Source: an optimization exercise on an open RTL-to-GDS flow (aim: small area). Production flows keep margins and buffers that such runs may drop. At most, simulation tests tie the RTL to the original design; equivalence was not proved. No functional check of the RTL was part of runs 2 to 6. No activity file was given, so power comes from the tool's default toggle rates.

`flow/run.sh`:
```
#!/bin/bash
# synth_recipe.tcl (not shown) runs the flow's synth.tcl, then flattens the netlist and writes it again
# the make line also repeats each setting of config.mk as NAME=value (left out here)
make -C /OpenROAD-flow-scripts/flow DESIGN_CONFIG=/design/flow/config.mk WORK_HOME=/design/flow/orfs CLKGATE_MAP_FILE= SYNTH_SCRIPT=/design/flow/synth_recipe.tcl finish
```
`flow/constraint.sdc`:
```
create_clock -name core_clock -period 6.0 [get_ports {clk}]
set_input_delay 1.2000 -clock core_clock [delete_from_list [all_inputs] [get_ports {clk}]]
set_output_delay 1.2000 -clock core_clock [all_outputs]
set_load 0.01 [all_outputs]
```
`flow/design.v`:
```
package pq_pkg;
    typedef enum logic [2:0] {
        ROUTE_COMPARE    = 3'b000,
        ROUTE_COUNT_UP   = 3'b001,
        ROUTE_SHIFT      = 3'b010,
        ROUTE_COUNT_DOWN = 3'b011,
        ROUTE_IDLE       = 3'b111
    } router_mode_t;
    typedef enum logic [2:0] {
        IDLE,
        CLEAR,
        INS_READ,
        INS_WRITE,
        INS_COUNT,
        REM_READ,
        REM_WRITE,
        REM_COUNT
    } ctrl_state_t;
endpackage
`timescale 1ns/100ps
module value_router (
    input  logic [32-1:0] bram_out,
    input  logic [32-1:0] reg_out,
    input  pq_pkg::router_mode_t  mode,
    input  logic [8-1:0]  array_size,
    input  logic [8-1:0]  array_cnt_in,
    input  logic                  last_slot,
    output logic [32-1:0] bram_insert,
    output logic [32-1:0] to_register,
    output logic [32-1:0] data_lt_o,
    output logic [8-1:0]  array_cnt_out,
    output logic                  result,
    output logic                  full,
    output logic                  empty
);
    always_comb begin
        bram_insert   = bram_out;
        to_register   = reg_out;
        data_lt_o     = '0;
        array_cnt_out = array_cnt_in;
        result        = 1'b0;
        case (mode)
            pq_pkg::ROUTE_COMPARE: begin
                result = (reg_out > bram_out) || last_slot;
                if (result) begin
                    bram_insert = reg_out;
                    to_register = bram_out;
                end
            end
            pq_pkg::ROUTE_COUNT_UP: begin
                array_cnt_out = array_cnt_in + 1'b1;
            end
            pq_pkg::ROUTE_SHIFT: begin
                bram_insert = bram_out;
                data_lt_o   = reg_out;
            end
            pq_pkg::ROUTE_COUNT_DOWN: begin
                array_cnt_out = array_cnt_in - 1'b1;
            end
            default: begin
            end
        endcase
        full  = (array_cnt_out == array_size);
        empty = (array_cnt_out == '0);
    end
endmodule
`timescale 1ns/100ps
module queue_bram (
    input  logic                  clk,
    input  logic [4-1:0] addr,
    input  logic                  we,
    input  logic [32-1:0] wdata,
    output logic [32-1:0] rdata
);
    logic [32-1:0] mem [16];
    always_ff @(posedge clk) begin
        if (we) begin
            mem[addr] <= wdata;
        end
    end
    always_ff @(posedge clk) begin
        rdata <= mem[addr];
    end
endmodule
`timescale 1ns/100ps
module queue_controller (
    input  logic                  clk,
    input  logic                  reset,
    input  logic                  insert,
    input  logic [32-1:0] insert_data,
    input  logic                  remove,
    input  logic [32-1:0] bram_insert,
    input  logic [32-1:0] to_register,
    input  logic [32-1:0] data_lt_o,
    input  logic [8-1:0]  array_cnt_out,
    input  logic                  result,
    input  logic                  full,
    input  logic                  empty,
    output pq_pkg::router_mode_t  mode,
    output logic [32-1:0] reg_out,
    output logic [8-1:0]  array_size,
    output logic [8-1:0]  array_cnt_in,
    output logic                  last_slot,
    output logic [4-1:0] addr,
    output logic                  we,
    output logic [32-1:0] wdata,
    output logic                  busy,
    output logic [32-1:0] data_out,
    output logic                  data_valid,
    output logic                  full_flag,
    output logic                  empty_flag
);
    localparam int                   PTR_W     = 4 + 1;
    localparam logic [PTR_W-1:0]     DEPTH_PTR = PTR_W'(16);
    localparam logic [8-1:0] DEPTH_CNT = 8'(16);
    pq_pkg::ctrl_state_t       state;
    pq_pkg::ctrl_state_t       state_next;
    logic [PTR_W-1:0]  ptr;
    logic [PTR_W-1:0]  ptr_m1;
    logic [PTR_W-1:0]  cnt_ptr;
    logic [PTR_W-1:0]  cnt_m1;
    logic [8-1:0] cnt_q;
    assign array_size   = DEPTH_CNT;
    assign array_cnt_in = cnt_q;
    assign cnt_ptr      = cnt_q[PTR_W-1:0];
    assign ptr_m1       = ptr - 1'b1;
    assign cnt_m1       = cnt_ptr - 1'b1;
    assign last_slot    = (ptr == cnt_ptr);
    always_comb begin
        state_next = state;
        case (state)
            pq_pkg::IDLE: begin
                if (insert) begin
                    if (!full_flag) state_next = pq_pkg::INS_READ;
                end else if (remove && !empty_flag) begin
                    state_next = pq_pkg::REM_READ;
                end
            end
            pq_pkg::CLEAR:     if (ptr == DEPTH_PTR) state_next = pq_pkg::IDLE;
            pq_pkg::INS_READ:  state_next = pq_pkg::INS_WRITE;
            pq_pkg::INS_WRITE: state_next = (ptr == cnt_ptr) ? pq_pkg::INS_COUNT : pq_pkg::INS_READ;
            pq_pkg::INS_COUNT: state_next = pq_pkg::IDLE;
            pq_pkg::REM_READ:  state_next = (ptr == cnt_ptr) ? pq_pkg::REM_COUNT : pq_pkg::REM_WRITE;
            pq_pkg::REM_WRITE: state_next = pq_pkg::REM_READ;
            pq_pkg::REM_COUNT: state_next = pq_pkg::IDLE;
            default:   state_next = pq_pkg::IDLE;
        endcase
    end
    always_ff @(posedge clk) begin
        if (reset) begin
            state      <= pq_pkg::CLEAR;
            busy       <= 1'b1;
            ptr        <= '0;
            cnt_q      <= '0;
            full_flag  <= 1'b0;
            empty_flag <= 1'b1;
            data_valid <= 1'b0;
        end else begin
            state      <= state_next;
            busy       <= (state_next != pq_pkg::IDLE);
            data_valid <= 1'b0;
            case (state)
                pq_pkg::IDLE: ptr <= '0;
                pq_pkg::CLEAR: begin
                    ptr <= ptr + 1'b1;
                    if (ptr == DEPTH_PTR) begin
                        cnt_q      <= '0;
                        full_flag  <= 1'b0;
                        empty_flag <= 1'b1;
                    end
                end
                pq_pkg::INS_WRITE: ptr <= ptr + 1'b1;
                pq_pkg::INS_COUNT, pq_pkg::REM_COUNT: begin
                    cnt_q      <= array_cnt_out;
                    full_flag  <= full;
                    empty_flag <= empty;
                end
                pq_pkg::REM_READ:  if (ptr == PTR_W'(1)) data_valid <= 1'b1;
                pq_pkg::REM_WRITE: ptr <= ptr + 1'b1;
                default: begin
                end
            endcase
        end
    end
    always_ff @(posedge clk) begin
        if (state == pq_pkg::IDLE && insert && !full_flag) reg_out <= insert_data;
        if (state == pq_pkg::INS_WRITE) reg_out <= to_register;
        if (state == pq_pkg::REM_WRITE && ptr == '0) reg_out <= bram_insert;
        if (state == pq_pkg::REM_READ && ptr == PTR_W'(1)) data_out <= data_lt_o;
    end
    always_comb begin
        mode  = pq_pkg::ROUTE_IDLE;
        addr  = ptr[4-1:0];
        we    = 1'b0;
        wdata = bram_insert;
        case (state)
            pq_pkg::CLEAR: begin
                we    = (ptr != DEPTH_PTR);
                wdata = {32{1'b1}};
            end
            pq_pkg::INS_WRITE: begin
                mode = pq_pkg::ROUTE_COMPARE;
                we   = 1'b1;
            end
            pq_pkg::INS_COUNT: mode = pq_pkg::ROUTE_COUNT_UP;
            pq_pkg::REM_READ:  mode = pq_pkg::ROUTE_SHIFT;
            pq_pkg::REM_WRITE: begin
                mode = pq_pkg::ROUTE_SHIFT;
                we   = (ptr != '0);
                addr = ptr_m1[4-1:0];
            end
            pq_pkg::REM_COUNT: begin
                mode  = pq_pkg::ROUTE_COUNT_DOWN;
                we    = 1'b1;
                addr  = cnt_m1[4-1:0];
                wdata = {32{1'b1}};
            end
            default: begin
            end
        endcase
    end
endmodule
`timescale 1ns/100ps
module priority_queue_top (
    input  logic                  clk,
    input  logic                  reset,
    input  logic                  insert,
    input  logic [32-1:0] insert_data,
    input  logic                  remove,
    output logic                  busy,
    output logic                  full,
    output logic                  empty,
    output logic [32-1:0] data_out,
    output logic                  data_valid
);
    pq_pkg::router_mode_t          mode;
    logic [32-1:0] reg_out;
    logic [8-1:0]  array_size;
    logic [8-1:0]  array_cnt_in;
    logic                  last_slot;
    logic [32-1:0] bram_insert;
    logic [32-1:0] to_register;
    logic [32-1:0] data_lt_o;
    logic [8-1:0]  array_cnt_out;
    logic                  result;
    logic                  router_full;
    logic                  router_empty;
    logic [4-1:0] addr;
    logic                  we;
    logic [32-1:0] wdata;
    logic [32-1:0] bram_out;
    queue_controller u_ctrl (
        .clk           (clk),
        .reset         (reset),
        .insert        (insert),
        .insert_data   (insert_data),
        .remove        (remove),
        .bram_insert   (bram_insert),
        .to_register   (to_register),
        .data_lt_o     (data_lt_o),
        .array_cnt_out (array_cnt_out),
        .result        (result),
        .full          (router_full),
        .empty         (router_empty),
        .mode          (mode),
        .reg_out       (reg_out),
        .array_size    (array_size),
        .array_cnt_in  (array_cnt_in),
        .last_slot     (last_slot),
        .addr          (addr),
        .we            (we),
        .wdata         (wdata),
        .busy          (busy),
        .data_out      (data_out),
        .data_valid    (data_valid),
        .full_flag     (full),
        .empty_flag    (empty)
    );
    value_router u_router (
        .bram_out      (bram_out),
        .reg_out       (reg_out),
        .mode          (mode),
        .array_size    (array_size),
        .array_cnt_in  (array_cnt_in),
        .last_slot     (last_slot),
        .bram_insert   (bram_insert),
        .to_register   (to_register),
        .data_lt_o     (data_lt_o),
        .array_cnt_out (array_cnt_out),
        .result        (result),
        .full          (router_full),
        .empty         (router_empty)
    );
    queue_bram u_bram (
        .clk   (clk),
        .addr  (addr),
        .we    (we),
        .wdata (wdata),
        .rdata (bram_out)
    );
endmodule
```
`flow/config.mk`:
```
export PLATFORM = sky130hd
export DESIGN_NAME = priority_queue_top
export DESIGN_NICKNAME = priority_queue_top
export VERILOG_FILES = /design/flow/design.v
export SDC_FILE = /design/flow/constraint.sdc
export NUM_CORES = 4
export LEC_CHECK = 0
export CAP_MARGIN = 20
export CORE_MARGIN = 2
export CORE_UTILIZATION = 40
export PLACE_DENSITY = 0.6
export SLEW_MARGIN = 20
```
==> impl_metrics.env, run 1 <==
export IMPL_run_status="complete, no violations"
export IMPL_rows=94
export IMPL_max_freq_ghz=0.2294
export IMPL_globalplace_congestion=0.8790
export IMPL_io_buffer_count=71
export IMPL_post_synth_top_area_cell="edfxtp_1"
export IMPL_preCtsSetupSlack_ns=1.705
export IMPL_cts_buffers=59
export IMPL_count_of_instances_resized_after_the_clock_tree_is_built=0
export IMPL_start_util_pct=40.31
export IMPL_worstPathRequired_ns=6.25
export IMPL_multiInputGateArea_sq_mm=0.007478
export IMPL_drc=0
export IMPL_arrival_ns=4.61
export IMPL_power_density_mw_per_mm2=465.9
export IMPL_number_of_global_route_vias_before_repair=15920
export IMPL_global_route_usage_total_pct=17.85
export IMPL_chipHeight_microns=261.2
export IMPL_grt_max_degree=109
export IMPL_peakVddDrop_mv=0.3274
export IMPL_htreeDepth=2
export IMPL_design_final_nets=2110
export IMPL_timing_critical_path_to_type="flip-flop"
export IMPL_rsz0062_at_grt="false"
export IMPL_setup_worst_path_start_class="flip-flop"
export IMPL_mappedNetlistArea_sq_mm=0.02646
export IMPL_post_synthesis_xor_xnor_area_fraction_pct=0.3310
export IMPL_relSlewSlack_pct=30.44
export IMPL_tritoncts_sink_count=628
export IMPL_hold_buffers=0
export IMPL_insertion_delay_ns=0.63
export IMPL_tritoncts="built"
export IMPL_final_min_clock_period_ns=4.360
export IMPL_worst_slew_pin_transition_ns=1.038
export IMPL_timing_hold_violations_final=0
export IMPL_cts_max_path_buffers=3
export IMPL_top_level_ports=72
export IMPL_iteration_count_of_the_initial_detailed_routing_pass=7
export IMPL_dp_final_hpwl_microns=36610
export IMPL_synthTopCellsByCount="edfxtp_1, nand2_1, a211oi_1"
export IMPL_syn2layout_area_growth_pct=13.98
export IMPL_crit_fanout=32
export IMPL_cts_root_buffer_cell="clkbuf_16"
export IMPL_ys_ff_latch=628
export IMPL_globalRoute_totalOverflow=0
export IMPL_finalCritPeriodShare_pct=72.67
export IMPL_antenna_found_initial=0
export IMPL_wire_length_of_the_first_global_routing_pass_microns=94410
export IMPL_finalSetupTns_ns=0
export IMPL_area_fraction_in_compound_gates_after_synthesis_pct=14.37
export IMPL_avgRoutedWirePerCell_microns=20.90
export IMPL_postLayoutSetupSlackWorst_ns=1.640
export IMPL_insertedDiodeCount=0
export IMPL_share_of_the_synthesized_area_in_the_top_cell_type_pct=65.37
export IMPL_timing_worst_setup_path_type="reg -> reg"
export IMPL_synth_warning_count=3
export IMPL_final_setup_violation_count=0
export IMPL_netlist_cell_type_count=66
export IMPL_maxSlewViolCount=0
export IMPL_avgSynthCellArea_sq_um=13.24
export IMPL_antenna_violating_nets_post_route=0
export IMPL_total_area_of_sequential_cells_sq_mm=0.01834
export IMPL_syn_inst=1999
export IMPL_synth_simple_area_share_pct=10.66
export IMPL_synth_nets=2078
export IMPL_vias=16490
export IMPL_clock_transition_at_the_registers_of_the_reported_paths_ns=0.06
export IMPL_cts_setup_buffers=0
export IMPL_core_area_sq_mm=0.06563
export IMPL_static_leakage_power_nw=9.600
export IMPL_synth_mux_area_fraction_pct=0.08039
export IMPL_route_detailed_vias_per_inst=5.598
export IMPL_clock_skew_ns=0.02520
export IMPL_detail_route_iter0_violations=1663
export IMPL_count_of_flip_flops_with_a_built_in_enable_after_synthesis=576
export IMPL_holdWs_ns=0.4945
export IMPL_post_layout_nonfiller_instances=2945
export IMPL_wirelength_microns=61560
export IMPL_nFillCells=5748
export IMPL_async_flop_share_pct=0
export IMPL_dominantRegCellSynth="edfxtp_1"
export IMPL_yosys_top_cells_area="edfxtp_1, a211oi_1, nand2_1"
export IMPL_chip_width_microns=261.2
export IMPL_post_synth_fa_ha_maj_area_fraction_pct=2.062
export IMPL_yosys_cell_count_top_type="edfxtp_1"
export IMPL_dieArea_sq_mm=0.06822
export IMPL_path_category_of_the_worst_min_delay_check="reg -> reg"
export IMPL_largest_family_of_logic_cells_by_synthesized_area="compound AO/OA/AOI/OAI gates"
export IMPL_fraction_of_final_layout_cells_sized_beyond_drive_strength_1_pct=9.947
export IMPL_max_cap_viol_count=0
export IMPL_ys_seq_area_share_pct=69.31
export IMPL_placed_cells_incl_taps=2833
worst paths after layout:
check                        start                end  slack [ns]  depth (start not counted)
hold / removal    u_ctrl.full_flag   u_ctrl.full_flag        0.49                          2
setup reg to reg   u_ctrl.state[1]  u_bram.mem[9][13]        1.64                         11
setup / recovery   u_ctrl.state[1]  u_bram.mem[9][13]        1.64                         11
hold reg to reg   u_ctrl.full_flag   u_ctrl.full_flag        0.49                          2
through the flow:
| step | util (%) | total power, mW | area, sq um |
|---|---|---|---|
| final | 45.95 | 14.05 | 30160 |
| after floorplan | - | 8.958 | 26460 |
| after global placement | 42.89 | 10.27 | 28150 |
| after global routing | 45.95 | 14.77 | 30160 |
| after CTS | 45.90 | 14.12 | 30120 |
| after detailed placement | 42.91 | 10.38 | 28160 |
final cells by class:
type	instances	area share, %
Timing Repair Buffer	117	3.817
Clock inverter	33	1.203
Sequential cell	628	60.81
Multi-Input combinational cell	1186	24.80
Inverter	39	0.4854
Clock buffer	78	5.302
Tap cell	864	3.585
power by group:
part	leakage [nW]	switching [mW]	internal (mW)
registers	5.18	0.246	5.68
logic	3.47	3.09	1.30
clock network	0.943	1.62	2.11
total	9.60	4.96	9.09
critical path: stages (launching register included):
cell,delay (ns)
dfxtp_1,0.86
nand3_1,0.28
inv_1,0.41
nor2_1,0.08
a21oi_1,0.14
ha_1,0.27
nor2_1,0.06
o21ai_0,0.31
o311ai_4,0.35
buf_4,0.38
nor4_2,0.29
buf_4,0.53
cells in the final DEF (no fill, tap or decap), types with 5 or more instances in the layout:
| cell | netlist | layout |
|---|---|---|
| dfxtp_1 | 52 | 52 |
| nand4_1 | 9 | 9 |
| nand2_1 | 309 | 309 |
| clkinv_4 | 0 | 7 |
| a211oi_1 | 164 | 164 |
| nor4_2 | 1 | 9 |
| nor3_2 | 1 | 10 |
| buf_12 | 0 | 6 |
| nand3_1 | 9 | 9 |
| and2_1 | 157 | 157 |
| a211o_1 | 33 | 33 |
| and3_1 | 5 | 5 |
| clkbuf_1 | 80 | 15 |
| edfxtp_1 | 576 | 576 |
| and2_0 | 5 | 5 |
| inv_1 | 39 | 39 |
| clkinv_1 | 0 | 5 |
| a311oi_1 | 65 | 65 |
| clkdlybuf4s50_1 | 0 | 71 |
| buf_4 | 8 | 39 |
| clkbuf_16 | 0 | 60 |
| xor2_1 | 7 | 7 |
| clkinv_2 | 0 | 9 |
| o21ai_0 | 44 | 44 |
| a21o_1 | 5 | 5 |
| nor2_1 | 40 | 39 |
| clkinvlp_4 | 0 | 5 |
| a31oi_1 | 66 | 65 |
| nor3_1 | 19 | 10 |
| a21oi_1 | 102 | 101 |
| a21oi_2 | 31 | 30 |
| ha_1 | 42 | 42 |
| bufinv_16 | 0 | 5 |
sequential cells by signal, indices dropped and copies added, names as in the netlist, 3 cells and up:
name	count
u_ctrl.state	3
u_ctrl.reg_out	32
u_bram.rdata	32
u_bram.mem	512
u_ctrl.cnt_q	8
u_ctrl.data_out	32
u_ctrl.ptr	5
layer usage:
metal | vias to the layer above | routed length (microns) | track usage, % | part of all wire, %
met2 | 497 | 28310 | 28.35 | 46
met5 | - | 0 | 0 | 0
met3 | 77 | 3787 | 2.758 | 6.2
met1 | 8251 | 28370 | 25.97 | 46
li1 | 7660 | - | - | -
met4 | 0 | 1088 | 3.993 | 1.8
cell families after synthesis:
family	Yosys count
AOI/OAI and AO/OA	541
xor gates and xnor gates	10
adders and majority gates	43
buffers and inverters	185
DFF	628
muxes	2
and+or+nand+nor	590
==> inputs of run 2 (changes only) <==
==> flow/design.v (replaced) <==
package pq_pkg;
    typedef enum logic [1:0] {
        IDLE = 2'b00,
        INS  = 2'b01,
        REM  = 2'b10
    } ctrl_state_t;
endpackage
`timescale 1ns/100ps
module value_router (
    input  logic [32-1:0] slot_key,
    input  logic [32-1:0] carry_key,
    input  logic                  compare_en,
    input  logic                  force_swap,
    output logic                  swap
);
    logic lt;
    always_comb begin
        lt = 1'b0;
        for (int i = 0; i < 32; i++) begin
            lt = (slot_key[i] != carry_key[i]) ? carry_key[i] : lt;
        end
    end
    assign swap = force_swap | (compare_en & lt);
endmodule
`timescale 1ns/100ps
module queue_bram (
    input  logic                  clk,
    input  logic                  load,
    input  logic [32-1:0] load_data,
    input  logic                  swap,
    output logic [32-1:0] head,
    output logic [32-1:0] carry
);
    localparam int RING = 16 - 1;
    logic [32-1:0] ring [RING];
    assign head = ring[0];
    always_ff @(posedge clk) begin
        for (int i = 0; i < RING - 1; i++) ring[i] <= ring[i+1];
        ring[RING-1] <= swap ? carry : ring[0];
    end
    always_ff @(posedge clk) begin
        if (load)      carry <= load_data;
        else if (swap) carry <= ring[0];
    end
endmodule
`timescale 1ns/100ps
module queue_controller (
    input  logic       clk,
    input  logic       reset,
    input  logic       insert,
    input  logic       remove,
    output logic       load,
    output logic       compare_en,
    output logic       force_swap,
    output logic       busy,
    output logic       full,
    output logic       empty,
    output logic       data_valid
);
    localparam logic [3:0] LAST = 4'(16 - 2);
    pq_pkg::ctrl_state_t state;
    logic                run;
    logic [3:0]          ofs;
    logic [4:0]          cnt;
    logic idle, acc_rem, active, at_cnt, done, take;
    assign idle    = (state == pq_pkg::IDLE);
    assign full    = cnt[4];
    assign empty   = (cnt == '0);
    assign busy    = !idle;
    assign load    = idle && insert && !full;
    assign acc_rem = idle && remove && !empty;
    assign active     = (state == pq_pkg::INS) && (run || ofs == '0);
    assign at_cnt     = (ofs == cnt[3:0]);
    assign done       = active && (at_cnt || ofs == LAST);
    assign compare_en = active;
    assign force_swap = (active && at_cnt) || (data_valid && full);
    assign take       = data_valid;
    always_ff @(posedge clk) begin
        if (reset) begin
            state      <= pq_pkg::IDLE;
            run        <= 1'b0;
            ofs        <= '0;
            cnt        <= '0;
            data_valid <= 1'b0;
        end else begin
            run        <= active && !done;
            data_valid <= (acc_rem || (state == pq_pkg::REM && !data_valid)) && ofs == LAST;
            if (!take) ofs <= (ofs == LAST) ? '0 : ofs + 1'b1;
            case (state)
                pq_pkg::IDLE: begin
                    if (load)         state <= pq_pkg::INS;
                    else if (acc_rem) state <= pq_pkg::REM;
                end
                pq_pkg::INS: if (done) begin
                    state <= pq_pkg::IDLE;
                    cnt   <= cnt + 1'b1;
                end
                pq_pkg::REM: if (take) begin
                    state <= pq_pkg::IDLE;
                    cnt   <= cnt - 1'b1;
                end
                default: state <= pq_pkg::IDLE;
            endcase
        end
    end
endmodule
`timescale 1ns/100ps
module priority_queue_top (
    input  logic                  clk,
    input  logic                  reset,
    input  logic                  insert,
    input  logic [32-1:0] insert_data,
    input  logic                  remove,
    output logic                  busy,
    output logic                  full,
    output logic                  empty,
    output logic [32-1:0] data_out,
    output logic                  data_valid
);
    logic                  load;
    logic                  compare_en;
    logic                  force_swap;
    logic                  swap;
    logic [32-1:0] head;
    logic [32-1:0] carry;
    queue_controller u_ctrl (
        .clk        (clk),
        .reset      (reset),
        .insert     (insert),
        .remove     (remove),
        .load       (load),
        .compare_en (compare_en),
        .force_swap (force_swap),
        .busy       (busy),
        .full       (full),
        .empty      (empty),
        .data_valid (data_valid)
    );
    value_router u_router (
        .slot_key   (head),
        .carry_key  (carry),
        .compare_en (compare_en),
        .force_swap (force_swap),
        .swap       (swap)
    );
    queue_bram u_bram (
        .clk       (clk),
        .load      (load),
        .load_data (insert_data),
        .swap      (swap),
        .head      (head),
        .carry     (carry)
    );
    assign data_out = head;
endmodule
--- a/flow/config.mk
+++ b/flow/config.mk
@@ -6,7 +6,9 @@
 export NUM_CORES = 4
 export LEC_CHECK = 0
+export ABC_AREA = 1
 export CAP_MARGIN = 20
 export CORE_MARGIN = 2
-export CORE_UTILIZATION = 40
-export PLACE_DENSITY = 0.6
+export CORE_UTILIZATION = 70
+export CTS_BUF_LIST = sky130_fd_sc_hd__clkbuf_4 sky130_fd_sc_hd__clkbuf_8
+export PLACE_DENSITY = 0.8
 export SLEW_MARGIN = 20
==> run 2 against run 1 <==
Clock-buffer cell count is 39 higher; still clean; highest routed layer unchanged; combinational power decreased by 74%; cell area is 49% lower; critical path type unchanged; sequential share of layout area up 9.6 points; core utilization up 39 points; synthesized area is 51% lower.
==> impl_metrics.env, run 2 <==
export IMPL_cts_max_path_buffers=3
export IMPL_top_level_ports=72
export IMPL_seq_power_share_pct=59.1
export IMPL_globalRoute_totalOverflow=0
export IMPL_chip_width_microns=139.6
export IMPL_grt_max_degree=36
export IMPL_cts_setup_buffers=0
export IMPL_switching_part_of_the_total_pct=25.76
export IMPL_pwr_share_clk_pct=29.2
export IMPL_antenna_found_initial=0
export IMPL_dieArea_sq_mm=0.01950
export IMPL_rsz0062_at_grt="false"
export IMPL_netlist_cell_type_count=31
export IMPL_count_of_instances_resized_after_the_clock_tree_is_built=0
export IMPL_async_flop_share_pct=0
export IMPL_rows=49
export IMPL_postLayoutSetupSlackWorst_ns=2.281
export IMPL_cts_buffers=73
export IMPL_io_buffer_count=71
export IMPL_nFillCells=821
export IMPL_avgRoutedWirePerCell_microns=15.89
export IMPL_start_util_pct=71.44
export IMPL_setup_worst_path_start_class="flip-flop"
export IMPL_timing_reg2reg_worst_path_depth=36
export IMPL_vias=6603
export IMPL_global_route_usage_total_pct=23.13
export IMPL_crit_fanout=34
export IMPL_ys_seq_area_share_pct=84.10
export IMPL_iteration_count_of_the_initial_detailed_routing_pass=5
export IMPL_yosys_cell_count_top_type="dfxtp_1"
export IMPL_maxSlewViolCount=0
export IMPL_run_status="complete, no violations"
export IMPL_hold_path_cell_count=0
export IMPL_share_of_the_synthesized_area_in_the_top_cell_type_pct=76.64
export IMPL_static_leakage_power_nw=6.720
export IMPL_timing_hold_violations_final=0
export IMPL_syn_inst=955
export IMPL_critPathMaxStageDelay_ns=0.77
export IMPL_core_area_sq_mm=0.01802
export IMPL_leading_cell_type_in_the_layout_fill_and_taps_excluded="dfxtp_1"
export IMPL_drc=0
export IMPL_dp_final_hpwl_microns=12080
export IMPL_count_of_flip_flops_with_a_built_in_enable_after_synthesis=32
export IMPL_worst_path_max_delay_cell="nand3_2"
export IMPL_worstPathRequired_ns=6.04
export IMPL_arrival_ns=3.76
export IMPL_max_cap_viol_count=0
export IMPL_power_frac_comb_pct=11.8
export IMPL_detail_route_iter0_violations=359
export IMPL_ys_ff_latch=525
export IMPL_holdWs_ns=0.3149
export IMPL_max_freq_ghz=0.2689
export IMPL_path_category_of_the_worst_min_delay_check="reg -> reg"
export IMPL_top_register="u_bram.ring"
export IMPL_largest_registers="u_bram.ring (480), u_bram.carry (32), u_ctrl.cnt (5)"
export IMPL_final_min_clock_period_ns=3.719
export IMPL_synthTopCellsByCount="dfxtp_1, nand2_1, inv_1"
export IMPL_design_final_nets=1131
export IMPL_netSwitchingPower_mw=2.523
export IMPL_number_of_cells_on_the_critical_path=36
export IMPL_synth_warning_count=4
export IMPL_route_detailed_vias_per_inst=4.813
export IMPL_preCtsSetupSlack_ns=2.284
export IMPL_power_density_mw_per_mm2=636.7
export IMPL_peakVddDrop_mv=0.4813
export IMPL_globalplace_congestion=0.7819
export IMPL_finalCritPeriodShare_pct=61.99
export IMPL_chipHeight_microns=139.6
export IMPL_number_of_global_route_vias_before_repair=7080
export IMPL_antenna_violating_nets_post_route=0
export IMPL_tritoncts="built"
export IMPL_yosys_top_cells_area="dfxtp_1, edfxtp_1, nand2_1"
export IMPL_final_setup_violation_count=0
export IMPL_worst_slew_pin_transition_ns=0.8622
export IMPL_critPathTopFamily="simple AND/OR/NAND/NOR gates"
export IMPL_finalSetupTns_ns=0
export IMPL_relSlewSlack_pct=42.45
export IMPL_post_synth_top_area_cell="dfxtp_1"
export IMPL_wirelength_microns=21800
export IMPL_fraction_of_final_layout_cells_sized_beyond_drive_strength_1_pct=16.80
export IMPL_cellInternalPower_mw=7.271
export IMPL_htreeDepth=3
export IMPL_avgSynthCellArea_sq_um=13.48
export IMPL_most_used_cells_in_the_layout_excluding_fill_and_tap_cells="dfxtp_1, nand2_1, clkbuf_8"
export IMPL_insertion_delay_ns=0.57
export IMPL_timing_critical_path_to_type="flip-flop"
export IMPL_clock_skew_ns=0.01888
export IMPL_syn2layout_area_growth_pct=19.45
export IMPL_detailed_place_area_sq_mm=0.01380
export IMPL_clock_transition_at_the_registers_of_the_reported_paths_ns=0.07
export IMPL_dominantRegCellSynth="dfxtp_1"
export IMPL_path_buf_inv=2
export IMPL_largest_register_ff_count=480
export IMPL_hold_buffers=0
export IMPL_timing_worst_setup_path_type="reg -> reg"
export IMPL_cts_root_buffer_cell="clkbuf_8"
export IMPL_wire_length_of_the_first_global_routing_pass_microns=34790
export IMPL_mappedNetlistArea_sq_mm=0.01288
export IMPL_insertedDiodeCount=0
export IMPL_postLayoutCellArea_sq_mm=0.01538
export IMPL_tritoncts_sink_count=525
export IMPL_synth_nets=998
export IMPL_crit_top_cell="nand2_1"
[run 2: path summary, 6_finish.rpt]
path	slack, ns	start	end
worst max-delay path	2.28	u_bram.carry[2]	u_bram.carry[11]
worst min-delay path	0.31	u_bram.ring[9][0]	u_bram.ring[8][0]
worst max register to register	2.28	u_bram.carry[2]	u_bram.carry[11]
worst min register to register	0.31	u_bram.ring[9][0]	u_bram.ring[8][0]
[run 2: final cells by class]
| type | instances | area [sq um] | area share, % |
|---|---|---|---|
| Sequential cell | 525 | 10830 | 70.41 |
| Multi-Input combinational cell | 330 | 1634 | 10.62 |
| Clock buffer | 117 | 1479 | 9.614 |
| Timing Repair Buffer | 73 | 725.7 | 4.718 |
| Inverter | 85 | 319.1 | 2.074 |
| Tap cell | 229 | 286.5 | 1.863 |
| Clock inverter | 13 | 107.6 | 0.6995 |
[run 2: cells by family (layout without fill, tap and decap cells)]
logic type	Yosys count	count (layout)	synth area share, %
compound gates	57	57	2.808
simple gates	260	260	8.657
flops	525	525	84.10
buf+inv	100	288	3.284
xor+xnor	6	6	0.4081
fa+ha+maj	7	7	0.7384
[run 2: per-stage QoR]
| step | total power, mW | std cells | utilization [%] |
|---|---|---|---|
| after CTS | 9.882 | 1372 | 85.34 |
| after global routing | 10.26 | 1372 | 85.34 |
| after global placement | 6.785 | 1242 | 76.54 |
| final | 9.794 | 1372 | 85.34 |
| after floorplan | 6.320 | 955 | - |
| after detailed placement | 6.933 | 1242 | 76.54 |
[run 2: metal layers]
layer  wire, microns  GRT usage [%]  up-vias
li1                -              -     3269
met1            9465          29.10     3106
met2           10720          38.36      181
met3            1078          5.919       47
met4             542          10.00        0
met5               0              0        -
[run 2: power by group through the flow]
stage / clock, mW / combinational [mW] / sequential, mW
6_report: 2.86 / 1.15 / 5.78
4_1_cts: 2.92 / 1.16 / 5.81
3_5_place_dp: 0 / 1.13 / 5.80
5_1_grt: 3.05 / 1.29 / 5.92
2_1_floorplan: 0 / 0.712 / 5.61
3_3_place_gp: 0 / 1.09 / 5.69
==> inputs of run 3 (changes only) <==
--- a/flow/config.mk
+++ b/flow/config.mk
@@ -6,9 +6,10 @@
 export NUM_CORES = 4
 export LEC_CHECK = 0
-export ABC_AREA = 1
 export CAP_MARGIN = 20
 export CORE_MARGIN = 2
 export CORE_UTILIZATION = 70
-export CTS_BUF_LIST = sky130_fd_sc_hd__clkbuf_4 sky130_fd_sc_hd__clkbuf_8
+export CTS_BUF_LIST = sky130_fd_sc_hd__clkbuf_8
+export CTS_CLUSTER_DIAMETER = 40
+export CTS_CLUSTER_SIZE = 18
 export PLACE_DENSITY = 0.8
 export SLEW_MARGIN = 20
==> run 3 against run 2 <==
Combinational power decreased by 7%; critical path depth decreased by 33; via count decreased by 15%; critical path type is now reg -> out; power decreased by 16%; highest routed layer unchanged; worst hold slack improved by 0.0041 ns.
==> impl_metrics.env, run 3 <==
export IMPL_wire_length_of_the_first_global_routing_pass_microns=30550
export IMPL_timing_critical_path_to_type="primary output"
export IMPL_detail_route_iter0_violations=258
export IMPL_path_category_of_the_worst_min_delay_check="reg -> reg"
export IMPL_chip_width_microns=139.4
export IMPL_fin_util_pct=82.05
export IMPL_synthTopCellsByCount="dfxtp_1, inv_1, mux2_2"
export IMPL_leading_cell_type_in_the_layout_fill_and_taps_excluded="dfxtp_1"
export IMPL_setup_worst_path_start_class="flip-flop"
export IMPL_io_buffer_count=71
export IMPL_post_synth_top_area_cell="dfxtp_1"
export IMPL_final_min_clock_period_ns=3.340
export IMPL_global_route_usage_total_pct=20.15
export IMPL_worst_r2r_setup_slack_ns=2.76
export IMPL_finalSetupTns_ns=0
export IMPL_top_register="u_bram.ring"
export IMPL_crit_fanout=5
export IMPL_power_density_mw_per_mm2=558.5
export IMPL_design_final_nets=916
export IMPL_count_of_instances_resized_after_the_clock_tree_is_built=0
export IMPL_count_of_flip_flops_with_a_built_in_enable_after_synthesis=32
export IMPL_clock_transition_at_the_registers_of_the_reported_paths_ns=0.10
export IMPL_timing_hold_violations_final=0
export IMPL_holdWs_ns=0.3190
export IMPL_start_util_pct=71.41
export IMPL_placed_cells_incl_taps=1059
export IMPL_timing_worst_setup_path_type="reg -> out"
export IMPL_share_of_the_synthesized_area_in_the_top_cell_type_pct=76.94
export IMPL_finalCritPeriodShare_pct=55.67
export IMPL_fraction_of_final_layout_cells_sized_beyond_drive_strength_1_pct=16.20
export IMPL_synth_mux_area_fraction_pct=6.506
export IMPL_hold_start="u_bram.ring[6][30]"
export IMPL_post_synthesis_xor_xnor_area_fraction_pct=0.6145
export IMPL_largest_register_ff_count=480
export IMPL_core_area_sq_mm=0.01796
export IMPL_insertion_delay_ns=0.57
export IMPL_largest_registers="u_bram.ring (480), u_bram.carry (32), u_ctrl.cnt (5)"
export IMPL_cts_root_buffer_cell="clkbuf_8"
export IMPL_nFillCells=902
export IMPL_hold_buffers=0
export IMPL_crit_reg2reg_launch="u_bram.ring[0][17]"
export IMPL_yosys_top_cells_area="dfxtp_1, edfxtp_1, mux2_2"
export IMPL_worstPathRequired_ns=4.80
export IMPL_grt_max_degree=29
export IMPL_ys_seq_area_share_pct=84.43
export IMPL_antenna_found_initial=0
export IMPL_maxSlewViolCount=0
export IMPL_drc=0
export IMPL_max_cap_viol_count=0
export IMPL_cts_setup_buffers=0
export IMPL_rows=49
export IMPL_tritoncts="built"
export IMPL_area_fraction_in_compound_gates_after_synthesis_pct=2.877
export IMPL_insertedDiodeCount=0
export IMPL_most_used_cells_in_the_layout_excluding_fill_and_tap_cells="dfxtp_1, clkdlybuf4s50_1, clkbuf_8"
export IMPL_post_synth_fa_ha_maj_area_fraction_pct=1.297
export IMPL_synth_warning_count=4
export IMPL_overall_power_consumption_mw=8.232
export IMPL_tritoncts_sink_count=525
export IMPL_globalRoute_totalOverflow=0
export IMPL_iteration_count_of_the_initial_detailed_routing_pass=4
export IMPL_hold_path_cell_count=0
export IMPL_critPathTopFamily="simple AND/OR/NAND/NOR gates"
export IMPL_largest_family_of_logic_cells_by_synthesized_area="multiplexers"
export IMPL_globalplace_congestion=0.8271
export IMPL_critPathMaxStageDelay_ns=0.56
export IMPL_crit_path_cell_trace="or4_1 > nor2_1 > clkdlybuf4s50_1"
export IMPL_rsz0062_at_grt="false"
export IMPL_final_setup_violation_count=0
export IMPL_peakVddDrop_mv=0.3585
export IMPL_antenna_violating_nets_post_route=0
export IMPL_static_leakage_power_nw=6.107
export IMPL_hold_worst_path_end="u_bram.ring[5][30]"
export IMPL_post_layout_nonfiller_instances=1130
export IMPL_mappedNetlistArea_sq_mm=0.01283
export IMPL_netlist_cell_type_count=55
export IMPL_number_of_global_route_vias_before_repair=5944
export IMPL_syn_inst=766
export IMPL_top_level_ports=72
export IMPL_ys_ff_latch=525
export IMPL_clock_skew_ns=0.02073
export IMPL_run_status="complete, no violations"
export IMPL_r2r_end="u_bram.ring[14][0]"
export IMPL_chipHeight_microns=139.4
export IMPL_avgSynthCellArea_sq_um=16.75
export IMPL_max_freq_ghz=0.2994
export IMPL_async_flop_share_pct=0
export IMPL_cts_max_path_buffers=3
export IMPL_multiInputGateArea_sq_mm=0.001807
export IMPL_dp_final_hpwl_microns=11860
export IMPL_htreeDepth=2
export IMPL_arrival_ns=2.14
export IMPL_relSlewSlack_pct=33.20
export IMPL_dieArea_sq_mm=0.01942
export IMPL_syn2layout_area_growth_pct=14.90
export IMPL_route_detailed_vias_per_inst=4.945
export IMPL_avgRoutedWirePerCell_microns=16.83
export IMPL_yosys_cell_count_top_type="dfxtp_1"
export IMPL_worst_path_max_delay_cell="or4_1"
export IMPL_worst_slew_pin_transition_ns=0.9990
export IMPL_cts_buffers=41
export IMPL_timing_reg2reg_worst_path_depth=7
export IMPL_dominantRegCellSynth="dfxtp_1"
export IMPL_wirelength_microns=19020
export IMPL_path_buf_inv=1
export IMPL_vias=5588
export IMPL_synth_nets=809
export IMPL_synth_simple_area_share_pct=2.751
export IMPL_total_area_of_sequential_cells_sq_mm=0.01083
run 3: cell types whose count changed after synthesis, sizes merged, moves of 11 or more:
cell,change
a22o,-13
inv,-49
mux2,+61
nand2,-203
nand3,-40
nor2b,+11
run 3: power breakdown:
group	switching (mW)	internal [mW]	total, mW
sequential	0.417	4.66	5.08
clock	1.10	0.989	2.09
combinational	0.490	0.576	1.07
total	2.01	6.23	8.23
run 3: area by class of cell:
| type | instances | share of cell area, % |
|---|---|---|
| clock buffer | 45 | 4.202 |
| clock inverter | 26 | 2.250 |
| inverter | 35 | 0.8913 |
| multi-input combinational | 196 | 12.26 |
| sequential | 525 | 73.48 |
| tap | 229 | 1.944 |
| timing repair buffer | 74 | 4.975 |
run 3: metal layers:
metal	vias to the layer above	wire length, microns	GRT usage (%)
met1	2702	8571	26.77
met5	-	0	0
met3	37	728	4.164
met4	0	451	7.762
met2	110	9262	33.05
li1	2739	-	-
run 3: worst max path at each step:
stage	start	to	slack, ns	cells after the start
finish	u_ctrl.cnt[1]	empty	2.66	3
global route	u_bram.ring[0][17]	u_bram.ring[14][0]	2.53	7
CTS	u_ctrl.cnt[0]	empty	2.63	3
detailed placement	insert	u_bram.carry[0]	2.27	4
global placement	insert	u_bram.carry[0]	2.44	4
floorplan	u_bram.ring[0][17]	u_bram.carry[0]	3.05	8
run 3: cells by family after synthesis:
kind of cell | count (synthesis)
muxes | 66
and+or+nand+nor | 55
AOI/OAI and AO/OA | 52
xor gates and xnor gates | 9
adders and majority gates | 14
DFF | 525
buffers and inverters | 45
run 3: per-stage QoR:
| stage | setup slack [ns] | cell area [sq um] |
|---|---|---|
| final | 2.660 | 14740 |
| after global routing | 2.534 | 14740 |
| after CTS | 2.626 | 14740 |
| after detailed placement | 2.272 | 13790 |
| after global placement | 2.443 | 13790 |
| after floorplan | 3.049 | 12830 |
==> inputs of run 4 (changes only) <==
--- a/flow/config.mk
+++ b/flow/config.mk
@@ -10,6 +10,6 @@
 export CORE_UTILIZATION = 70
 export CTS_BUF_LIST = sky130_fd_sc_hd__clkbuf_8
-export CTS_CLUSTER_DIAMETER = 40
-export CTS_CLUSTER_SIZE = 18
+export CTS_CLUSTER_DIAMETER = 35
+export CTS_CLUSTER_SIZE = 22
 export PLACE_DENSITY = 0.8
 export SLEW_MARGIN = 20
==> run 4 against run 3 <==
Clock-buffer cell count increased by 6; wire length is 1.8% higher; sequential share of layout area down 0.83 points; maximum frequency about the same; critical path depth unchanged; sequential cell count stayed put; worst hold slack lost 0.010 ns; clock power rose by 11%; critical endpoint unchanged; largest cell class unchanged; highest routed layer unchanged.
==> impl_metrics.env, run 4 <==
export IMPL_clock_transition_at_the_registers_of_the_reported_paths_ns=0.11
export IMPL_synth_simple_area_share_pct=2.751
export IMPL_largest_registers="u_bram.ring (480), u_bram.carry (32), u_ctrl.cnt (5)"
export IMPL_placed_cells_incl_taps=1059
export IMPL_route_detailed_vias_per_inst=4.905
export IMPL_timing_hold_violations_final=0
export IMPL_largest_family_of_logic_cells_by_synthesized_area="multiplexers"
export IMPL_tritoncts="built"
export IMPL_post_synth_fa_ha_maj_area_fraction_pct=1.297
export IMPL_mappedNetlistArea_sq_mm=0.01283
export IMPL_fraction_of_final_layout_cells_sized_beyond_drive_strength_1_pct=17.38
export IMPL_antenna_found_initial=0
export IMPL_synth_mux_area_fraction_pct=6.506
export IMPL_netlist_cell_type_count=55
export IMPL_ys_seq_area_share_pct=84.43
export IMPL_synth_warning_count=4
export IMPL_area_fraction_in_compound_gates_after_synthesis_pct=2.877
export IMPL_avgRoutedWirePerCell_microns=16.92
export IMPL_yosys_top_cells_area="dfxtp_1, edfxtp_1, mux2_2"
export IMPL_antenna_violating_nets_post_route=0
export IMPL_number_of_global_route_vias_before_repair=6046
export IMPL_syn2layout_area_growth_pct=16.22
export IMPL_dominantRegCellSynth="dfxtp_1"
export IMPL_synthTopCellsByCount="dfxtp_1, inv_1, mux2_2"
export IMPL_share_of_the_synthesized_area_in_the_top_cell_type_pct=76.94
export IMPL_insertion_delay_ns=0.57
export IMPL_hold_path_cell_count=0
export IMPL_max_freq_ghz=0.2997
export IMPL_wire_length_of_the_first_global_routing_pass_microns=30950
export IMPL_start_util_pct=71.41
export IMPL_power_density_mw_per_mm2=567.9
export IMPL_globalRoute_totalOverflow=0
export IMPL_arrival_ns=2.14
export IMPL_timing_reg2reg_worst_path_depth=7
export IMPL_avgSynthCellArea_sq_um=16.75
export IMPL_cts_setup_buffers=0
export IMPL_cts_max_path_buffers=3
export IMPL_chip_width_microns=139.4
export IMPL_rows=49
export IMPL_insertedDiodeCount=0
export IMPL_final_min_clock_period_ns=3.337
export IMPL_maxSlewViolCount=0
export IMPL_count_of_instances_resized_after_the_clock_tree_is_built=0
export IMPL_critPathMaxStageDelay_ns=0.56
export IMPL_crit_fanout=5
export IMPL_peakVddDrop_mv=0.4012
export IMPL_fin_util_pct=82.99
export IMPL_wirelength_microns=19360
export IMPL_most_used_cells_in_the_layout_excluding_fill_and_tap_cells="dfxtp_1, clkdlybuf4s50_1, clkbuf_8"
export IMPL_design_final_nets=921
export IMPL_synth_nets=809
export IMPL_leading_cell_type_in_the_layout_fill_and_taps_excluded="dfxtp_1"
export IMPL_post_synthesis_xor_xnor_area_fraction_pct=0.6145
export IMPL_grt_max_degree=29
export IMPL_timing_worst_setup_path_type="reg -> out"
export IMPL_vias=5611
export IMPL_post_synth_top_area_cell="dfxtp_1"
export IMPL_static_leakage_power_nw=6.194
export IMPL_crit_path_cell_trace="or4_1 > nor2_1 > clkdlybuf4s50_1"
export IMPL_chipHeight_microns=139.4
export IMPL_clock_skew_ns=0.02324
export IMPL_ys_ff_latch=525
export IMPL_hold_worst_path_end="u_bram.ring[9][16]"
export IMPL_post_layout_nonfiller_instances=1144
export IMPL_worst_r2r_setup_slack_ns=2.72
export IMPL_holdWs_ns=0.3088
export IMPL_worstPathRequired_ns=4.80
export IMPL_crit_reg2reg_launch="u_bram.ring[0][17]"
export IMPL_worst_slew_pin_transition_ns=1.023
export IMPL_max_cap_viol_count=0
export IMPL_iteration_count_of_the_initial_detailed_routing_pass=4
export IMPL_drc=0
export IMPL_finalCritPeriodShare_pct=55.61
export IMPL_global_route_usage_total_pct=20.45
export IMPL_cts_root_buffer_cell="clkbuf_8"
export IMPL_dieArea_sq_mm=0.01942
export IMPL_final_setup_violation_count=0
export IMPL_path_buf_inv=1
export IMPL_critPathTopFamily="simple AND/OR/NAND/NOR gates"
export IMPL_relSlewSlack_pct=31.60
export IMPL_async_flop_share_pct=0
export IMPL_count_of_flip_flops_with_a_built_in_enable_after_synthesis=32
export IMPL_io_buffer_count=71
export IMPL_yosys_cell_count_top_type="dfxtp_1"
export IMPL_overall_power_consumption_mw=8.466
export IMPL_worst_path_max_delay_cell="or4_1"
export IMPL_dp_final_hpwl_microns=11860
export IMPL_hold_buffers=0
export IMPL_finalSetupTns_ns=0
export IMPL_hold_start="u_bram.ring[10][16]"
export IMPL_detail_route_iter0_violations=227
export IMPL_cts_buffers=46
export IMPL_rsz0062_at_grt="false"
export IMPL_run_status="complete, no violations"
export IMPL_timing_critical_path_to_type="primary output"
export IMPL_largest_register_ff_count=480
export IMPL_core_area_sq_mm=0.01796
export IMPL_r2r_end="u_bram.ring[14][0]"
export IMPL_syn_inst=766
export IMPL_top_register="u_bram.ring"
export IMPL_setup_worst_path_start_class="flip-flop"
export IMPL_top_level_ports=72
export IMPL_globalplace_congestion=0.8271
export IMPL_path_category_of_the_worst_min_delay_check="reg -> reg"
export IMPL_tritoncts_sink_count=525
export IMPL_htreeDepth=2
[run 4: cell types whose count changed in the layout (fill, tap and decap cells not counted), moves of 2 or more]
cell and change:
clkinv_4 -2, inv_8 +2, clkbuf_8 +6, inv_12 +2, inv_6 +2
[run 4: how the worst max path moves through the flow]
stage	cells past startpoint	slack (ns)	start	to
floorplan	8	3.05	u_bram.ring[0][17]	u_bram.carry[0]
global placement	4	2.44	insert	u_bram.carry[0]
detailed placement	4	2.27	insert	u_bram.carry[0]
CTS	3	2.64	u_ctrl.cnt[0]	empty
global route	7	2.50	u_bram.ring[0][17]	u_bram.ring[14][0]
finish	3	2.66	u_ctrl.cnt[1]	empty
[run 4: final cells by class]
type	count	area (sq um)
inverters	35	131.4
well taps	229	286.5
clock buffers	51	701.9
flip-flops and latches	525	10830
fillers	855	3055
multi-input cells	196	1807
clock inverters	34	417.9
repair buffers	74	733.2
[run 4: metal layers]
| layer | GRT usage [%] | up-vias | share of wire, % |
|---|---|---|---|
| met5 | 0 | - | 0 |
| met4 | 7.177 | 0 | 1.8 |
| met3 | 4.336 | 28 | 3.7 |
| met2 | 34.18 | 107 | 49 |
| met1 | 26.79 | 2711 | 46 |
| li1 | - | 2765 | - |
[run 4: metrics by stage]
step	worst slack (ns)	area, sq um
floorplan	3.049	12830
global placement	2.443	13790
detailed placement	2.272	13790
CTS	2.638	14910
global route	2.501	14910
finish	2.663	14910
[run 4: report_power, final]
group	total, mW	internal, mW	leakage, nW	switching (mW)
clock network	2.31	1.11	0.583	1.20
registers	5.08	4.66	4.39	0.418
logic	1.07	0.576	1.22	0.497
[run 4: logic make-up after synthesis]
group	after synthesis
and+or+nand+nor	55
xor gates and xnor gates	9
adders and majority gates	14
muxes	66
buffers and inverters	45
AOI/OAI and AO/OA	52
DFF	525
==> inputs of run 5 (changes only) <==
--- a/flow/config.mk
+++ b/flow/config.mk
@@ -9,7 +9,7 @@
 export CORE_MARGIN = 2
 export CORE_UTILIZATION = 70
-export CTS_BUF_LIST = sky130_fd_sc_hd__clkbuf_8
-export CTS_CLUSTER_DIAMETER = 35
-export CTS_CLUSTER_SIZE = 22
+export CTS_BUF_LIST = sky130_fd_sc_hd__clkbuf_16
+export CTS_CLUSTER_DIAMETER = 50
+export CTS_CLUSTER_SIZE = 30
 export PLACE_DENSITY = 0.8
 export SLEW_MARGIN = 20
==> run 5 against run 4 <==
Synthesized cell count unchanged; clock power is essentially flat; worst hold slack gained 0.0048 ns; clock-buffer cell count fell by 21; maximum frequency shrank 1.3%; core utilization shrank 0.12 points; first-iteration DRC count grew 13%; largest cell class unchanged; largest power group unchanged; highest routed layer unchanged.
==> impl_metrics.env, run 5 <==
export IMPL_run_status="complete, no violations"
export IMPL_most_used_cells_in_the_layout_excluding_fill_and_tap_cells="dfxtp_1, clkdlybuf4s50_1, inv_1"
export IMPL_relSlewSlack_pct=27.08
export IMPL_synth_nets=809
export IMPL_cts_root_buffer_cell="clkbuf_16"
export IMPL_rows=49
export IMPL_chipHeight_microns=139.4
export IMPL_yosys_cell_count_top_type="dfxtp_1"
export IMPL_seq_power_share_pct=60.0
export IMPL_dp_final_hpwl_microns=11860
export IMPL_final_min_clock_period_ns=3.381
export IMPL_count_of_instances_resized_after_the_clock_tree_is_built=0
export IMPL_holdWs_ns=0.3135
export IMPL_maxSlewViolCount=0
export IMPL_r2r_end="u_bram.ring[14][3]"
export IMPL_fraction_of_final_layout_cells_sized_beyond_drive_strength_1_pct=14.90
export IMPL_worstPathRequired_ns=6.46
export IMPL_crit_fanout=27
export IMPL_route_detailed_vias_per_inst=5.009
export IMPL_power_density_mw_per_mm2=571.7
export IMPL_arrival_ns=3.84
export IMPL_ys_ff_latch=525
export IMPL_rsz0062_at_grt="false"
export IMPL_power_frac_comb_pct=12.8
export IMPL_timing_critical_path_to_type="flip-flop"
export IMPL_hold_start="u_bram.ring[8][28]"
export IMPL_preCtsSetupSlack_ns=2.272
export IMPL_htreeDepth=1
export IMPL_max_freq_ghz=0.2957
export IMPL_timing_hold_violations_final=0
export IMPL_dieArea_sq_mm=0.01942
export IMPL_count_of_flip_flops_with_a_built_in_enable_after_synthesis=32
export IMPL_hold_worst_path_end="u_bram.ring[7][28]"
export IMPL_vias=5585
export IMPL_global_route_usage_total_pct=21.46
export IMPL_leading_cell_type_in_the_layout_fill_and_taps_excluded="dfxtp_1"
export IMPL_drc=0
export IMPL_wirelength_microns=20460
export IMPL_core_area_sq_mm=0.01796
export IMPL_cts_buffers=30
export IMPL_syn2layout_area_growth_pct=16.06
export IMPL_grt_max_degree=32
export IMPL_path_category_of_the_worst_min_delay_check="reg -> reg"
export IMPL_start_util_pct=71.41
export IMPL_tritoncts_sink_count=525
export IMPL_clock_skew_ns=0.02652
export IMPL_share_of_the_synthesized_area_in_the_top_cell_type_pct=76.94
export IMPL_dominantRegCellSynth="dfxtp_1"
export IMPL_post_synth_top_area_cell="dfxtp_1"
export IMPL_final_setup_violation_count=0
export IMPL_finalSetupTns_ns=0
export IMPL_antenna_violating_nets_post_route=0
export IMPL_timing_worst_setup_path_type="reg -> reg"
export IMPL_synth_warning_count=4
export IMPL_switching_part_of_the_total_pct=26.26
export IMPL_insertedDiodeCount=0
export IMPL_avgRoutedWirePerCell_microns=18.35
export IMPL_total_area_of_sequential_cells_sq_mm=0.01083
export IMPL_synthTopCellsByCount="dfxtp_1, inv_1, mux2_2"
export IMPL_globalRoute_totalOverflow=0
export IMPL_mappedNetlistArea_sq_mm=0.01283
export IMPL_worst_r2r_setup_slack_ns=2.62
export IMPL_finalCritPeriodShare_pct=56.35
export IMPL_chip_width_microns=139.4
export IMPL_yosys_top_cells_area="dfxtp_1, edfxtp_1, mux2_2"
export IMPL_hold_buffers=0
export IMPL_wire_length_of_the_first_global_routing_pass_microns=32620
export IMPL_tritoncts="built"
export IMPL_cts_max_path_buffers=3
export IMPL_crit_reg2reg_launch="u_bram.ring[0][17]"
export IMPL_clock_transition_at_the_registers_of_the_reported_paths_ns=0.10
export IMPL_design_final_nets=905
export IMPL_netSwitchingPower_mw=2.235
export IMPL_multiInputGateArea_sq_mm=0.001807
export IMPL_hold_path_cell_count=0
export IMPL_avgSynthCellArea_sq_um=16.75
export IMPL_number_of_global_route_vias_before_repair=6047
export IMPL_iteration_count_of_the_initial_detailed_routing_pass=4
export IMPL_async_flop_share_pct=0
export IMPL_io_buffer_count=71
export IMPL_largest_registers="u_bram.ring (480), u_bram.carry (32), u_ctrl.cnt (5)"
export IMPL_top_level_ports=72
export IMPL_overall_power_consumption_mw=8.510
export IMPL_cts_setup_buffers=0
export IMPL_ys_seq_area_share_pct=84.43
export IMPL_globalplace_congestion=0.8271
export IMPL_syn_inst=766
export IMPL_timing_reg2reg_worst_path_depth=7
export IMPL_largest_register_ff_count=480
export IMPL_netlist_cell_type_count=55
export IMPL_antenna_found_initial=0
export IMPL_detail_route_iter0_violations=256
export IMPL_postLayoutSetupSlackWorst_ns=2.619
export IMPL_cellInternalPower_mw=6.275
export IMPL_worst_slew_pin_transition_ns=1.091
export IMPL_top_register="u_bram.ring"
export IMPL_nFillCells=855
export IMPL_setup_worst_path_start_class="flip-flop"
export IMPL_peakVddDrop_mv=0.6108
export IMPL_insertion_delay_ns=0.58
export IMPL_pwr_share_clk_pct=27.2
export IMPL_max_cap_viol_count=0
export IMPL_static_leakage_power_nw=6.152
[run 5: cell count changes in the layout (fill, tap and decap cells not counted), sizes merged]
cell and change:
clkinvlp -2, clkbuf -21, bufinv -6
[run 5: worst max-delay path, cell delays in order, from the launching register on]
cell and delay [ns]:
dfxtp_1 0.47, and2b_2 0.27, a2111oi_1 0.51, nor4b_1 0.48, o221ai_1 0.25, nor2_4 0.33
buf_4 0.53, mux2_2 0.40
[run 5: per-stage QoR]
step / instance area [sq um] / utilization, % / instances
after floorplan: 12830 / - / 766
after global placement: 13790 / 76.76 / 1059
after detailed placement: 13790 / 76.76 / 1059
after CTS: 14890 / 82.87 / 1115
after global routing: 14890 / 82.87 / 1115
final: 14890 / 82.87 / 1115
[run 5: worst max path at each step]
stage / startpoint / end / slack (ns) / depth (start not counted)
after floorplan: u_bram.ring[0][17] / u_bram.carry[0] / 3.05 / 8
after global placement: insert / u_bram.carry[0] / 2.44 / 4
after detailed placement: insert / u_bram.carry[0] / 2.27 / 4
after CTS: u_bram.ring[0][17] / u_bram.ring[14][0] / 2.58 / 7
after global routing: u_bram.ring[0][17] / u_bram.ring[14][0] / 2.45 / 7
final: u_bram.ring[0][17] / u_bram.ring[14][3] / 2.62 / 7
[run 5: cells by family (layout without fill, tap and decap cells)]
kind of cell	after synthesis	in the layout	share of synthesized area, %
simple gates	55	55	2.751
compound gates	52	52	2.877
xor+xnor	9	9	0.6145
mux	66	66	6.506
fa+ha+maj	14	14	1.297
flops	525	525	84.43
buf+inv	45	165	1.522
[run 5: routing by layer]
layer	track usage [%]	share of wire, %
met3	3.682	3.3
met2	37.38	50
met4	5.263	2.1
met1	28.35	45
met5	0	0
[run 5: cell type report]
type                       instances  area share [%]
clock buffer                      30           5.043
timing repair buffer              74           4.925
sequential                       525           72.75
clock inverter                    26           2.337
tap                              229           1.925
inverter                          35          0.8825
multi-input combinational        196           12.14
[run 5: power groups by stage]
| stage | clock network (mW) | registers [mW] | logic, mW |
|---|---|---|---|
| 6_report | 2.31 | 5.11 | 1.09 |
| 5_1_grt | 2.47 | 5.21 | 1.17 |
| 4_1_cts | 2.35 | 5.12 | 1.10 |
| 3_5_place_dp | 0 | 5.14 | 1.06 |
| 3_3_place_gp | 0 | 5.07 | 1.01 |
| 2_1_floorplan | 0 | 4.98 | 0.729 |
==> inputs of run 6 (changes only) <==
==> flow/flow/run.sh (new file) <==
#!/bin/bash
# Standard layout, with the port buffers taken from the smallest buffer cell.
set -euo pipefail
export BUFFER_PORTS_ARGS="-buffer_cell sky130_fd_sc_hd__buf_1"
bash standard.sh > standard.log 2>&1
==> flow/standard.sh (new file) <==
#!/bin/bash
# synth_recipe.tcl (not shown) runs the flow's synth.tcl, then flattens the netlist and writes it again
# the make line also repeats each setting of config.mk as NAME=value (left out here)
make -C /OpenROAD-flow-scripts/flow DESIGN_CONFIG=/design/flow/config.mk WORK_HOME=/design/flow/orfs CLKGATE_MAP_FILE= SYNTH_SCRIPT=/design/flow/synth_recipe.tcl "${@:-finish}"
--- a/flow/config.mk
+++ b/flow/config.mk
@@ -9,7 +9,7 @@
 export CORE_MARGIN = 2
 export CORE_UTILIZATION = 70
-export CTS_BUF_LIST = sky130_fd_sc_hd__clkbuf_16
-export CTS_CLUSTER_DIAMETER = 50
-export CTS_CLUSTER_SIZE = 30
+export CTS_BUF_LIST = sky130_fd_sc_hd__clkbuf_8
+export CTS_CLUSTER_DIAMETER = 40
+export CTS_CLUSTER_SIZE = 18
 export PLACE_DENSITY = 0.8
 export SLEW_MARGIN = 20
removed: flow/run.sh
==> run 6 against run 5 <==
Clock power fell by 18%; sequential share of layout area up 3.7 points; critical path depth did not move; sequential cell count is the same; register-to-register slack improved by 0.34 ns; first-iteration DRC count down 10%; die area unchanged; maximum frequency grew 11%; synthesized cell count unchanged; combinational power fell by 11%; core utilization decreased by 4.0 points; wire length is 11% lower; critical endpoint is now u_bram.ring[14][0]; highest routed layer unchanged.
==> impl_metrics.env, run 6 <==
export IMPL_arrival_ns=3.48
export IMPL_timing_reg2reg_worst_path_depth=7
export IMPL_finalSetupTns_ns=0
export IMPL_timing_hold_violations_final=0
export IMPL_relSlewSlack_pct=49.19
export IMPL_rows=49
export IMPL_max_freq_ghz=0.3290
export IMPL_worst_path_max_delay_cell="buf_4"
export IMPL_worstPathRequired_ns=6.44
export IMPL_critPathMaxStageDelay_ns=0.49
export IMPL_cts_root_buffer_cell="clkbuf_8"
export IMPL_cts_buffers=40
export IMPL_dieArea_sq_mm=0.01942
export IMPL_netlist_cell_type_count=55
export IMPL_final_min_clock_period_ns=3.040
export IMPL_max_cap_viol_count=0
export IMPL_fin_util_pct=78.86
export IMPL_dp_final_hpwl_microns=11680
export IMPL_run_status="complete, no violations"
export IMPL_tritoncts_sink_count=525
export IMPL_cts_setup_buffers=0
export IMPL_mappedNetlistArea_sq_mm=0.01283
export IMPL_number_of_global_route_vias_before_repair=5746
export IMPL_start_util_pct=71.41
export IMPL_chip_width_microns=139.4
export IMPL_htreeDepth=2
export IMPL_syn2layout_area_growth_pct=10.44
export IMPL_worst_setup_path_startpoint="u_bram.ring[0][17]"
export IMPL_detailed_place_area_sq_mm=0.01334
export IMPL_worst_slew_pin_transition_ns=0.7430
export IMPL_ys_ff_latch=525
export IMPL_largest_register_ff_count=480
export IMPL_endpoint="u_bram.ring[14][0]"
export IMPL_path_category_of_the_worst_min_delay_check="reg -> reg"
export IMPL_core_area_sq_mm=0.01796
export IMPL_postLayoutCellArea_sq_mm=0.01417
export IMPL_rsz0062_at_grt="false"
export IMPL_grt_max_degree=36
export IMPL_crit_reg2reg_launch="u_bram.ring[0][17]"
export IMPL_maxSlewViolCount=0
export IMPL_share_of_the_synthesized_area_in_the_top_cell_type_pct=76.94
export IMPL_antenna_violating_nets_post_route=0
export IMPL_insertedDiodeCount=0
export IMPL_drc=0
export IMPL_yosys_top_cells_area="dfxtp_1, edfxtp_1, mux2_2"
export IMPL_yosys_cell_count_top_type="dfxtp_1"
export IMPL_clock_transition_at_the_registers_of_the_reported_paths_ns=0.11
export IMPL_largest_registers="u_bram.ring (480), u_bram.carry (32), u_ctrl.cnt (5)"
export IMPL_worst_r2r_setup_slack_ns=2.96
export IMPL_crit_fanout=27
export IMPL_wire_length_of_the_first_global_routing_pass_microns=29550
export IMPL_syn_inst=766
export IMPL_insertion_delay_ns=0.56
export IMPL_post_layout_nonfiller_instances=1126
export IMPL_overall_power_consumption_mw=7.934
export IMPL_ys_seq_area_share_pct=84.43
export IMPL_r2r_end="u_bram.ring[14][0]"
export IMPL_iteration_count_of_the_initial_detailed_routing_pass=4
export IMPL_global_route_usage_total_pct=19.36
export IMPL_globalplace_congestion=0.8172
export IMPL_static_leakage_power_nw=5.877
export IMPL_io_buffer_count=71
export IMPL_placed_cells_incl_taps=1059
export IMPL_crit_path_cell_trace="and2b_2 > a2111oi_1 > nor4b_1 > o221ai_1 > nor2_4 > buf_4 > mux2_2"
export IMPL_detail_route_iter0_violations=230
export IMPL_synthTopCellsByCount="dfxtp_1, inv_1, mux2_2"
export IMPL_route_detailed_vias_per_inst=4.864
export IMPL_design_final_nets=915
export IMPL_power_density_mw_per_mm2=560.1
export IMPL_antenna_found_initial=0
export IMPL_wirelength_microns=18300
export IMPL_dominantRegCellSynth="dfxtp_1"
export IMPL_clock_skew_ns=0.02001
export IMPL_count_of_instances_resized_after_the_clock_tree_is_built=0
export IMPL_tritoncts="built"
export IMPL_final_setup_violation_count=0
export IMPL_post_synth_top_area_cell="dfxtp_1"
export IMPL_avgRoutedWirePerCell_microns=16.26
export IMPL_leading_cell_type_in_the_layout_fill_and_taps_excluded="dfxtp_1"
export IMPL_peakVddDrop_mv=0.3764
export IMPL_avgSynthCellArea_sq_um=16.75
export IMPL_count_of_flip_flops_with_a_built_in_enable_after_synthesis=32
export IMPL_synth_nets=809
export IMPL_fraction_of_final_layout_cells_sized_beyond_drive_strength_1_pct=15.27
export IMPL_top_register="u_bram.ring"
export IMPL_timing_critical_path_to_type="flip-flop"
export IMPL_hold_buffers=0
export IMPL_setup_worst_path_start_class="flip-flop"
export IMPL_top_level_ports=72
export IMPL_chipHeight_microns=139.4
export IMPL_async_flop_share_pct=0
export IMPL_cts_max_path_buffers=3
export IMPL_vias=5477
export IMPL_most_used_cells_in_the_layout_excluding_fill_and_tap_cells="dfxtp_1, buf_1, inv_1, clkbuf_8, mux2_2"
export IMPL_globalRoute_totalOverflow=0
export IMPL_synth_warning_count=4
export IMPL_timing_worst_setup_path_type="reg -> reg"
export IMPL_finalCritPeriodShare_pct=50.66
## run 6: cell counts after synthesis
Identical to the previous run, type by type.
## run 6: critical path: cells and delay by family, from the launching register on
kind | cells | cell delay [ns]
AND/OR/NAND/NOR | 3 | 0.94
AO/OA/AOI/OAI | 2 | 0.63
buffers and inverters | 1 | 0.49
flip-flops | 1 | 0.42
multiplexers | 1 | 0.41
## run 6: kinds of logic after synthesis
| group | after synthesis | synth area share [%] |
|---|---|---|
| compound gates | 52 | 2.877 |
| xor+xnor | 9 | 0.6145 |
| fa+ha+maj | 14 | 1.297 |
| buf+inv | 45 | 1.522 |
| flops | 525 | 84.43 |
| mux | 66 | 6.506 |
| simple gates | 55 | 2.751 |
## run 6: per-stage QoR
stage	hold slack, ns	setup WS, ns
3_5_place_dp	0.3121	2.920
3_3_place_gp	0.3096	3.050
2_1_floorplan	0.3096	3.049
6_report	0.3157	2.960
5_1_grt	0.3076	2.721
4_1_cts	0.3123	2.896
## run 6: metal layers
layer / part of all wire (%) / GRT usage [%]
met2: 47 / 30.91
met4: 2.1 / 7.071
met1: 46 / 26.76
met5: 0 / 0
met3: 4.7 / 3.820
## run 6: worst min path at each step
stage                                   from            endpoint  cells after the start
after floorplan            u_bram.ring[1][0]   u_bram.ring[0][0]                      0
after global placement     u_bram.ring[5][6]   u_bram.ring[4][6]                      0
after detailed placement  u_bram.ring[1][17]  u_bram.ring[0][17]                      0
after CTS                 u_bram.ring[5][24]  u_bram.ring[4][24]                      0
after global routing      u_bram.ring[5][24]  u_bram.ring[4][24]                      0
final                     u_bram.ring[5][24]  u_bram.ring[4][24]                      0
## run 6: power breakdown
| group | internal (mW) | switching (mW) | total [mW] |
|---|---|---|---|
| registers | 4.66 | 0.406 | 5.07 |
| logic | 0.479 | 0.494 | 0.973 |
| clock network | 0.832 | 1.06 | 1.89 |
## run 6: area by class of cell
| cell class | count | area [sq um] |
|---|---|---|
| clock buffers | 44 | 605.6 |
| fillers | 968 | 3797 |
| flip-flops and latches | 525 | 10830 |
| multi-input cells | 196 | 1807 |
| clock inverters | 23 | 216.5 |
| repair buffers | 74 | 289.0 |
| inverters | 35 | 131.4 |
| well taps | 229 | 286.5 |

==> port drivers added, routing unchanged <==
Ports are ideal in the flow. The routed layouts listed here were re-timed in OpenROAD.
Step 1 sets driving cells, clkbuf_16 on the clock port and buf_2 on the other inputs (assumed; they add their load-dependent delay and slew).
Step 2 also shifts input and output timing later by t, the mid clock arrival at the registers, as if the neighbouring blocks saw the same clock.
Three values: ideal, step 1, step 2; two values: the first two.
run | shift t [ns] | setup slack, ns | slew at the worst register clock pin (ns)
run 1 | 0.680 | 1.640 / 1.640 / 1.640 | 0.07 / 0.07
run 2 | 0.605 | 2.281 / 2.281 / 2.281 | 0.07 / 0.07
run 3 | 0.595 | 2.660 / 2.620 / 2.325 | 0.10 / 0.10
run 4 | 0.599 | 2.663 / 2.621 / 2.319 | 0.12 / 0.12
run 5 | 0.607 | 2.619 / 2.619 / 2.256 | 0.11 / 0.11
run 6 | 0.581 | 2.960 / 2.960 / 2.960 | 0.11 / 0.11
After both steps every run listed still meets setup and hold. For run 5, which loses most, drivers alone change the setup slack by 0.000 ns; drivers and shift together by -0.363 ns.
